This design comes from an exercise in tuning for small area, a short achievable clock period and few clock cycles per item on the open sky130 flow, not from production work.
The RTL was checked by simulation tests, not by an equivalence proof against the original design.
No activity file was given, so power comes from the tool's default toggle rates.

==> job 9919 <==
==> flow/design.v <==
package alu_pkg;
    localparam int data_w  = 32;
    localparam int shamt_w = 5;
    localparam int op_w    = 6;
    localparam int queue_depth = 4;
    localparam int out_credits = 3;
    localparam int cnt_w       = 3;
    localparam int qptr_w      = 2;
    typedef enum logic [op_w-1:0] {
        alu_add   = 6'h00,
        alu_addu  = 6'h01,
        alu_sub   = 6'h02,
        alu_subu  = 6'h03,
        alu_and   = 6'h04,
        alu_or    = 6'h05,
        alu_xor   = 6'h06,
        alu_nor   = 6'h07,
        alu_slt   = 6'h08,
        alu_sltu  = 6'h09,
        alu_lui   = 6'h0a,
        alu_sll   = 6'h10,
        alu_srl   = 6'h11,
        alu_sra   = 6'h12,
        alu_sllv  = 6'h14,
        alu_srlv  = 6'h15,
        alu_srav  = 6'h16,
        alu_rotr  = 6'h18,
        alu_rotrv = 6'h19,
        alu_ins   = 6'h20,
        alu_ext   = 6'h21
    } alu_op_e;
endpackage
`timescale 1ns/1ps
import alu_pkg::*;
module alu_shift_unit
(
    input  logic [data_w-1:0]   src,
    input  logic [shamt_w-1:0]  amount,
    input  logic                left,
    output logic [data_w-1:0]   result
);
    logic [data_w-1:0]  stage [shamt_w+1];
    logic [shamt_w-1:0] amt_eff;
    assign stage[0] = left ? {src[0], src[data_w-1:1]} : src;
    assign amt_eff  = amount ^ {shamt_w{left}};
    for (genvar k = 0; k < shamt_w; k++) begin : g_stage
        for (genvar i = 0; i < data_w; i++) begin : g_bit
            assign stage[k+1][i] = amt_eff[k] ? stage[k][(i + (1 << k)) % data_w] : stage[k][i];
        end
    end
    assign result = stage[shamt_w];
endmodule
`timescale 1ns/1ps
import alu_pkg::*;
module alu_bitfield_unit
(
    input  logic                rotate,
    input  logic                left,
    input  logic                field,
    input  logic                is_ins,
    input  logic                sign_fill,
    input  logic [data_w-1:0]   b,
    input  logic [shamt_w-1:0]  amount,
    input  logic [shamt_w-1:0]  msb,
    input  logic [data_w-1:0]   rotated,
    output logic [data_w-1:0]   result
);
    logic [data_w-1:0] from_amt;
    logic [data_w-1:0] keep;
    logic [data_w-1:0] fill;
    always_comb begin
        for (int i = 0; i < data_w; i++) begin
            from_amt[i] = left ? (i >= amount) : ((data_w - 1 - i) >= amount);
            keep[i]     = rotate | (from_amt[i] & (~field | (i <= msb)));
            fill[i]     = is_ins ? b[i] : sign_fill;
        end
    end
    assign result = (rotated & keep) | (fill & ~keep);
endmodule
`timescale 1ns/1ps
import alu_pkg::*;
module alu_arith_unit
(
    input  logic                subtract,
    input  logic [data_w-1:0]   a,
    input  logic [data_w-1:0]   b,
    output logic [data_w-1:0]   sum,
    output logic                sum_ovf,
    output logic                lt_signed,
    output logic                lt_unsigned,
    output logic                great,
    output logic [data_w-1:0]   prop,
    output logic [data_w-1:0]   gen
);
    logic [data_w-1:0] b_eff, p, g;
    logic [data_w:0] c;    
    assign b_eff = b ^ {data_w{subtract}};
    assign p = a ^ b_eff;
    assign g = a & b_eff;
    assign prop = p;
    assign gen = g;
    logic [data_w-1:0] G [6];
    logic [data_w-1:0] P [6];
    assign G[0] = {g[data_w-1:1], g[0] | (p[0] & subtract)};
    assign P[0] = p;
    for (genvar l = 0; l < 5; l++) begin : g_l
        for (genvar i = 0; i < data_w; i++) begin : g_i
            if ((i >> l) & 1) begin : g_c
                localparam int j = ((i >> l) << l) - 1;
                assign G[l+1][i] = G[l][i] | (P[l][i] & G[l][j]);
                assign P[l+1][i] = P[l][i] & P[l][j];
            end else begin : g_p
                assign G[l+1][i] = G[l][i];
                assign P[l+1][i] = P[l][i];
            end
        end
    end
    assign c = {G[5], subtract};
    assign sum = p ^ c[data_w-1:0];
    assign sum_ovf = c[data_w] ^ c[data_w-1];
    assign lt_signed   = sum[data_w-1] ^ sum_ovf;
    assign lt_unsigned = ~c[data_w];
    assign great = $signed(a) > $signed(b);
endmodule
`timescale 1ns/1ps
import alu_pkg::*;
module alu_core
(
    input  alu_pkg::alu_op_e    op,
    input  logic [data_w-1:0]   a,
    input  logic [data_w-1:0]   b,
    input  logic [shamt_w-1:0]  shamt,
    input  logic [shamt_w-1:0]  rd,
    output logic [data_w-1:0]   result,
    output logic                great,
    output logic                overflow
);
    logic [op_w-1:0]   code;
    logic              is_field;
    logic              is_shift;
    logic              is_ins;
    logic              is_cmp;
    logic              is_logic;
    logic              is_arith;
    logic              is_lui;
    logic              subtract;
    logic              variable;
    logic              left;
    logic              rotate;
    logic              arith_sh;
    logic [data_w-1:0] sum;
    logic              sum_ovf;
    logic              lt_signed;
    logic              lt_unsigned;
    logic [data_w-1:0] sh_src;
    logic [shamt_w-1:0] sh_amt;
    logic [data_w-1:0] rotated;
    logic [data_w-1:0] shift_res;
    logic [data_w-1:0] logic_res;
    logic [data_w-1:0] prop;
    logic [data_w-1:0] gen;
    assign code     = op;
    assign is_field = code[5];
    assign is_ins   = code[5] & ~code[0];
    assign is_shift = code[5] | code[4] | is_lui;
    assign is_arith = ~code[5] & ~code[4] & ~code[3] & ~code[2];
    assign is_logic = ~code[5] & ~code[4] & ~code[3] &  code[2];
    assign is_cmp   = ~code[5] & ~code[4] &  code[3] & ~code[1];
    assign is_lui   = ~code[5] & ~code[4] &  code[3] &  code[1];
    assign subtract = ~code[2] & (code[1] | code[3]);
    assign variable = ~code[5] & (code[2] | (code[3] & code[0]));
    assign left     = (code[5] & ~code[0]) | (~code[5] & ~code[3] & ~code[1] & ~code[0]) | is_lui;
    assign rotate   = ~code[5] & code[4] & code[3];
    assign arith_sh = ~code[5] & ~code[3] & code[1];
    alu_arith_unit arith_i (
        .subtract    (subtract),
        .a           (a),
        .b           (b),
        .sum         (sum),
        .sum_ovf     (sum_ovf),
        .lt_signed   (lt_signed),
        .lt_unsigned (lt_unsigned),
        .great       (great),
        .prop        (prop),
        .gen         (gen)
    );
    assign sh_src = is_field ? a : b;
    assign sh_amt = is_lui ? shamt_w'(16) : (variable ? a[shamt_w-1:0] : shamt);
    alu_shift_unit shift_i (
        .src    (sh_src),
        .amount (sh_amt),
        .left   (left),
        .result (rotated)
    );
    alu_bitfield_unit field_i (
        .rotate    (rotate),
        .left      (left),
        .field     (is_field),
        .is_ins    (is_ins),
        .sign_fill (arith_sh & b[data_w-1]),
        .b         (b),
        .amount    (sh_amt),
        .msb       (rd),
        .rotated   (rotated),
        .result    (shift_res)
    );
    always_comb begin
        case (code[1:0])
            2'b00:   logic_res = gen;
            2'b01:   logic_res = prop | gen;
            2'b10:   logic_res = prop;
            default: logic_res = ~(prop | gen);
        endcase
    end
    assign result =
        ({data_w{is_arith}} & sum) |
        ({data_w{is_logic}} & logic_res) |
        ({data_w{is_shift}} & shift_res) |
        {{(data_w-1){1'b0}}, is_cmp & (code[0] ? lt_unsigned : lt_signed)};
    assign overflow = sum_ovf & is_arith & ~code[0];
endmodule
`timescale 1ns/1ps
import alu_pkg::*;
module alu_issue_queue
(
    input  logic                clk,
    input  logic                arst_n,
    input  logic                in_valid,
    output logic                in_credit,
    input  logic                out_credit,
    output logic                hold,
    output logic                out_valid
);
    logic              full;
    logic [cnt_w-2:0]  credits;
    assign out_valid = full & (credits != '0);
    assign hold      = ~in_valid;
    always_ff @(posedge clk or negedge arst_n) begin
        if (!arst_n) begin
            full      <= 1'b0;
            credits   <= (cnt_w-1)'(out_credits);
            in_credit <= 1'b0;
        end else begin
            full <= in_valid | (full & ~out_valid);
            case ({out_credit, out_valid})
                2'b10:   credits <= credits + (cnt_w-1)'(1);
                2'b01:   credits <= credits - (cnt_w-1)'(1);
                default: credits <= credits;
            endcase
            in_credit <= out_credit;
        end
    end
endmodule
`timescale 1ns/1ps
import alu_pkg::*;
module alu_exec_top
(
    input  logic                clk,
    input  logic                arst_n,
    input  logic                in_valid,
    input  alu_pkg::alu_op_e             in_op,
    input  logic [data_w-1:0]   in_a,
    input  logic [data_w-1:0]   in_b,
    input  logic [shamt_w-1:0]  in_shamt,
    input  logic [shamt_w-1:0]  in_rd,
    output logic                in_credit,
    output logic                out_valid,
    output logic [data_w-1:0]   out_result,
    output logic                out_zero,
    output logic                out_great,
    output logic                out_overflow,
    input  logic                out_credit
);
    logic                hold;
    logic [data_w-1:0]   next_result;
    logic                next_great;
    logic                next_overflow;
    alu_issue_queue ctrl_i (
        .clk        (clk),
        .arst_n     (arst_n),
        .in_valid   (in_valid),
        .in_credit  (in_credit),
        .out_credit (out_credit),
        .hold       (hold),
        .out_valid  (out_valid)
    );
    alu_core core_i (
        .op       (in_op),
        .a        (in_a),
        .b        (in_b),
        .shamt    (in_shamt),
        .rd       (in_rd),
        .result   (next_result),
        .great    (next_great),
        .overflow (next_overflow)
    );
    always_ff @(posedge clk) begin
        if (!hold) begin
            out_result   <= next_result;
            out_great    <= next_great;
            out_overflow <= next_overflow;
        end
    end
    assign out_zero = (out_result == '0);
endmodule
==> flow/flow/run.sh <==
#!/bin/bash
# Standard layout, with the port buffers the standard flow adds made
# from a plain buf_1 instead of the slow delay buffer buffer_ports picks.
set -euo pipefail
export BUFFER_PORTS_ARGS="-buffer_cell sky130_fd_sc_hd__buf_1"
bash standard.sh > standard_flow.log 2>&1
==> flow/standard.sh <==
#!/bin/bash
# synth_recipe.tcl (not shown) runs the flow's synth.tcl, then flattens the netlist and writes it again
# the make line also repeats each setting of config.mk as NAME=value (left out here)
make -C /OpenROAD-flow-scripts/flow DESIGN_CONFIG=/design/flow/config.mk WORK_HOME=/design/flow/orfs CLKGATE_MAP_FILE= SYNTH_SCRIPT=/design/flow/synth_recipe.tcl "${@:-finish}"
==> flow/config.mk <==
export PLATFORM = sky130hd
export DESIGN_NAME = alu_exec_top
export DESIGN_NICKNAME = alu_exec_top
export VERILOG_FILES = /design/flow/design.v
export SDC_FILE = /design/flow/constraint.sdc
export NUM_CORES = 4
export LEC_CHECK = 0
export ABC_AREA = 1
export CAP_MARGIN = 20
export CORE_MARGIN = 2
export CORE_UTILIZATION = 50
export SETUP_SLACK_MARGIN = 2.5
export SLEW_MARGIN = 20
==> flow/constraint.sdc <==
create_clock -name core_clock -period 7.0 [get_ports {clk}]
set_input_delay 1.4000 -clock core_clock [delete_from_list [all_inputs] [get_ports {clk}]]
set_output_delay 1.4000 -clock core_clock [all_outputs]
set_load 0.01 [all_outputs]
==> job 7732: changes against job 9919 <==
--- a/flow/design.v
+++ b/flow/design.v
@@ -2,6 +2,7 @@
     localparam int data_w  = 32;
     localparam int shamt_w = 5;
     localparam int op_w    = 6;
+    localparam int ctl_w   = 12;
     localparam int queue_depth = 4;
     localparam int out_credits = 3;
     localparam int cnt_w       = 3;
@@ -35,14 +36,12 @@
 module alu_shift_unit
 (
     input  logic [data_w-1:0]   src,
-    input  logic [shamt_w-1:0]  amount,
+    input  logic [shamt_w-1:0]  amt_eff,
     input  logic                left,
     output logic [data_w-1:0]   result
 );
     logic [data_w-1:0]  stage [shamt_w+1];
-    logic [shamt_w-1:0] amt_eff;
     assign stage[0] = left ? {src[0], src[data_w-1:1]} : src;
-    assign amt_eff  = amount ^ {shamt_w{left}};
     for (genvar k = 0; k < shamt_w; k++) begin : g_stage
         for (genvar i = 0; i < data_w; i++) begin : g_bit
             assign stage[k+1][i] = amt_eff[k] ? stage[k][(i + (1 << k)) % data_w] : stage[k][i];
@@ -124,16 +123,14 @@
 endmodule
 `timescale 1ns/1ps
 import alu_pkg::*;
-module alu_core
+module alu_decode
 (
     input  alu_pkg::alu_op_e    op,
-    input  logic [data_w-1:0]   a,
-    input  logic [data_w-1:0]   b,
+    input  logic [shamt_w-1:0]  a_low,
     input  logic [shamt_w-1:0]  shamt,
-    input  logic [shamt_w-1:0]  rd,
-    output logic [data_w-1:0]   result,
-    output logic                great,
-    output logic                overflow
+    output logic [ctl_w-1:0]    ctl,
+    output logic [shamt_w-1:0]  sh_amt,
+    output logic [shamt_w-1:0]  amt_eff
 );
     logic [op_w-1:0]   code;
     logic              is_field;
@@ -148,17 +145,6 @@
     logic              left;
     logic              rotate;
     logic              arith_sh;
-    logic [data_w-1:0] sum;
-    logic              sum_ovf;
-    logic              lt_signed;
-    logic              lt_unsigned;
-    logic [data_w-1:0] sh_src;
-    logic [shamt_w-1:0] sh_amt;
-    logic [data_w-1:0] rotated;
-    logic [data_w-1:0] shift_res;
-    logic [data_w-1:0] logic_res;
-    logic [data_w-1:0] prop;
-    logic [data_w-1:0] gen;
     assign code     = op;
     assign is_field = code[5];
     assign is_ins   = code[5] & ~code[0];
@@ -172,6 +158,46 @@
     assign left     = (code[5] & ~code[0]) | (~code[5] & ~code[3] & ~code[1] & ~code[0]) | is_lui;
     assign rotate   = ~code[5] & code[4] & code[3];
     assign arith_sh = ~code[5] & ~code[3] & code[1];
+    assign sh_amt  = is_lui ? shamt_w'(16) : (variable ? a_low : shamt);
+    assign amt_eff = sh_amt ^ {shamt_w{left}};
+    assign ctl = {is_field, is_ins, is_shift, is_arith, is_logic, is_cmp,
+                  subtract, left, rotate, arith_sh, code[1:0]};
+endmodule
+module alu_core
+(
+    input  logic [ctl_w-1:0]    ctl,
+    input  logic [data_w-1:0]   a,
+    input  logic [data_w-1:0]   b,
+    input  logic [shamt_w-1:0]  sh_amt,
+    input  logic [shamt_w-1:0]  amt_eff,
+    input  logic [shamt_w-1:0]  rd,
+    output logic [data_w-1:0]   result,
+    output logic                great,
+    output logic                overflow
+);
+    logic              is_field;
+    logic              is_shift;
+    logic              is_ins;
+    logic              is_cmp;
+    logic              is_logic;
+    logic              is_arith;
+    logic              subtract;
+    logic              left;
+    logic              rotate;
+    logic              arith_sh;
+    logic [1:0]        logic_op;
+    logic [data_w-1:0] sum;
+    logic              sum_ovf;
+    logic              lt_signed;
+    logic              lt_unsigned;
+    logic [data_w-1:0] sh_src;
+    logic [data_w-1:0] rotated;
+    logic [data_w-1:0] shift_res;
+    logic [data_w-1:0] logic_res;
+    logic [data_w-1:0] prop;
+    logic [data_w-1:0] gen;
+    assign {is_field, is_ins, is_shift, is_arith, is_logic, is_cmp,
+            subtract, left, rotate, arith_sh, logic_op} = ctl;
     alu_arith_unit arith_i (
         .subtract    (subtract),
         .a           (a),
@@ -185,11 +211,10 @@
         .gen         (gen)
     );
     assign sh_src = is_field ? a : b;
-    assign sh_amt = is_lui ? shamt_w'(16) : (variable ? a[shamt_w-1:0] : shamt);
     alu_shift_unit shift_i (
         .src    (sh_src),
-        .amount (sh_amt),
-        .left   (left),
+        .amt_eff (amt_eff),
+        .left    (left),
         .result (rotated)
     );
     alu_bitfield_unit field_i (
@@ -205,7 +230,7 @@
         .result    (shift_res)
     );
     always_comb begin
-        case (code[1:0])
+        case (logic_op)
             2'b00:   logic_res = gen;
             2'b01:   logic_res = prop | gen;
             2'b10:   logic_res = prop;
@@ -216,8 +241,8 @@
         ({data_w{is_arith}} & sum) |
         ({data_w{is_logic}} & logic_res) |
         ({data_w{is_shift}} & shift_res) |
-        {{(data_w-1){1'b0}}, is_cmp & (code[0] ? lt_unsigned : lt_signed)};
-    assign overflow = sum_ovf & is_arith & ~code[0];
+        {{(data_w-1){1'b0}}, is_cmp & (logic_op[0] ? lt_unsigned : lt_signed)};
+    assign overflow = sum_ovf & is_arith & ~logic_op[0];
 endmodule
 `timescale 1ns/1ps
 import alu_pkg::*;
@@ -225,29 +250,26 @@
 (
     input  logic                clk,
     input  logic                arst_n,
-    input  logic                in_valid,
+    input  logic                op_valid,
     output logic                in_credit,
     input  logic                out_credit,
-    output logic                hold,
     output logic                out_valid
 );
     logic              full;
     logic [cnt_w-2:0]  credits;
     assign out_valid = full & (credits != '0);
-    assign hold      = ~in_valid;
+    assign in_credit = out_credit;
     always_ff @(posedge clk or negedge arst_n) begin
         if (!arst_n) begin
-            full      <= 1'b0;
-            credits   <= (cnt_w-1)'(out_credits);
-            in_credit <= 1'b0;
+            full    <= 1'b0;
+            credits <= (cnt_w-1)'(out_credits);
         end else begin
-            full <= in_valid | (full & ~out_valid);
+            full <= op_valid | (full & ~out_valid);
             case ({out_credit, out_valid})
                 2'b10:   credits <= credits + (cnt_w-1)'(1);
                 2'b01:   credits <= credits - (cnt_w-1)'(1);
                 default: credits <= credits;
             endcase
-            in_credit <= out_credit;
         end
     end
 endmodule
@@ -271,31 +293,63 @@
     output logic                out_overflow,
     input  logic                out_credit
 );
-    logic                hold;
+    logic [ctl_w-1:0]    in_ctl;
+    logic [shamt_w-1:0]  in_sh_amt;
+    logic [shamt_w-1:0]  in_amt_eff;
+    logic                op_valid;
+    logic [ctl_w-1:0]    op_ctl;
+    logic [data_w-1:0]   op_a;
+    logic [data_w-1:0]   op_b;
+    logic [shamt_w-1:0]  op_sh_amt;
+    logic [shamt_w-1:0]  op_amt_eff;
+    logic [shamt_w-1:0]  op_rd;
     logic [data_w-1:0]   next_result;
     logic                next_great;
     logic                next_overflow;
+    alu_decode decode_i (
+        .op      (in_op),
+        .a_low   (in_a[shamt_w-1:0]),
+        .shamt   (in_shamt),
+        .ctl     (in_ctl),
+        .sh_amt  (in_sh_amt),
+        .amt_eff (in_amt_eff)
+    );
+    always_ff @(posedge clk or negedge arst_n) begin
+        if (!arst_n) begin
+            op_valid <= 1'b0;
+        end else begin
+            op_valid <= in_valid;
+        end
+    end
+    always_ff @(posedge clk) begin
+        op_ctl     <= in_ctl;
+        op_a       <= in_a;
+        op_b       <= in_b;
+        op_sh_amt  <= in_sh_amt;
+        op_amt_eff <= in_amt_eff;
+        op_rd      <= in_rd;
+    end
     alu_issue_queue ctrl_i (
         .clk        (clk),
         .arst_n     (arst_n),
-        .in_valid   (in_valid),
+        .op_valid   (op_valid),
         .in_credit  (in_credit),
         .out_credit (out_credit),
-        .hold       (hold),
         .out_valid  (out_valid)
     );
     alu_core core_i (
-        .op       (in_op),
-        .a        (in_a),
-        .b        (in_b),
-        .shamt    (in_shamt),
-        .rd       (in_rd),
+        .ctl      (op_ctl),
+        .a        (op_a),
+        .b        (op_b),
+        .sh_amt   (op_sh_amt),
+        .amt_eff  (op_amt_eff),
+        .rd       (op_rd),
         .result   (next_result),
         .great    (next_great),
         .overflow (next_overflow)
     );
     always_ff @(posedge clk) begin
-        if (!hold) begin
+        if (op_valid) begin
             out_result   <= next_result;
             out_great    <= next_great;
             out_overflow <= next_overflow;
==> flow/flow/run.sh (replaced) <==
#!/bin/bash
# Standard layout, with two changes: the port buffers the standard flow
# adds are a plain buf_1 instead of the slow delay buffer buffer_ports
# picks, and the buffers ABC adds are removed before timing repair.
set -euo pipefail
export BUFFER_PORTS_ARGS="-buffer_cell sky130_fd_sc_hd__buf_1"
export REMOVE_ABC_BUFFERS=1
bash standard.sh > standard_flow.log 2>&1
SETUP_SLACK_MARGIN = 3.7   (was 2.5)
==> notes.md <==
	job 9919	job 7732
Status	finished clean	finished clean
Basic-gate share of the synthesized area counting and, or, nand and nor cells	0.417	0.383
Row Count	51	57
Via count of the first global-routing pass	11268	12616
Sw Ratio	0.533	0.450
Total clock buffers created by CTS	5	17
Count leader, synth	sky130_fd_sc_hd__nand2_1	sky130_fd_sc_hd__nand3_1
Worst Reg2Reg Path Length in Cells	6	16
Relative slew slack	0.339	0.248
Power per unit of standard cell area	176 nW/um^2	241 nW/um^2
Endpoint of the worst hold path	ctrl_i.credits[0]	ctrl_i.full
Worst-Margin Slew	0.992 ns	1.13 ns
CP Class	primary input to flip-flop	flip-flop to output pin
Non-CTS buffers	150	140
Number of non-filler instances in the completed layout	2078	2266
Number of nets in the layout	1998	2115
Total routing resource utilization after global routing	0.400	0.357
Number of combinational gates with multiple inputs	1391	1409
Testbench counts of job 9919, summed over its fixed seeds: cycles 9,608, items 9,600.
Testbench counts of job 7732, summed over its fixed seeds: cycles 9,616, items 9,600.

## separate check: timing with driven ports
The results above use ideal ports. As a check the final layouts listed here were re-extracted and re-timed, cells and wires unchanged. Step 1 sets driving cells, clkbuf_16 on the clock port and buf_2 on the other inputs (assumed; they add their load-dependent delay and slew). Step 2 moves the port delays by t, midway between the first and last clock arrival at a register: inputs arrive t later, outputs are due t later. That takes back most of the time a late clock gives input paths. a / b / c = ideal / step 1 / step 2; a / b = the first two.
run	t (ns)	slack for setup (ns)	worst data-port slew with drivers (ns)
job 9919	0.325	2.622 / 2.636 / 2.311	0.04
job 7732	0.481	3.713 / 3.659 / 3.873	0.04
After both steps setup and hold are still met in every run listed. For job 9919, which loses most, drivers alone change the setup slack by +0.014 ns; drivers and shift together by -0.311 ns.
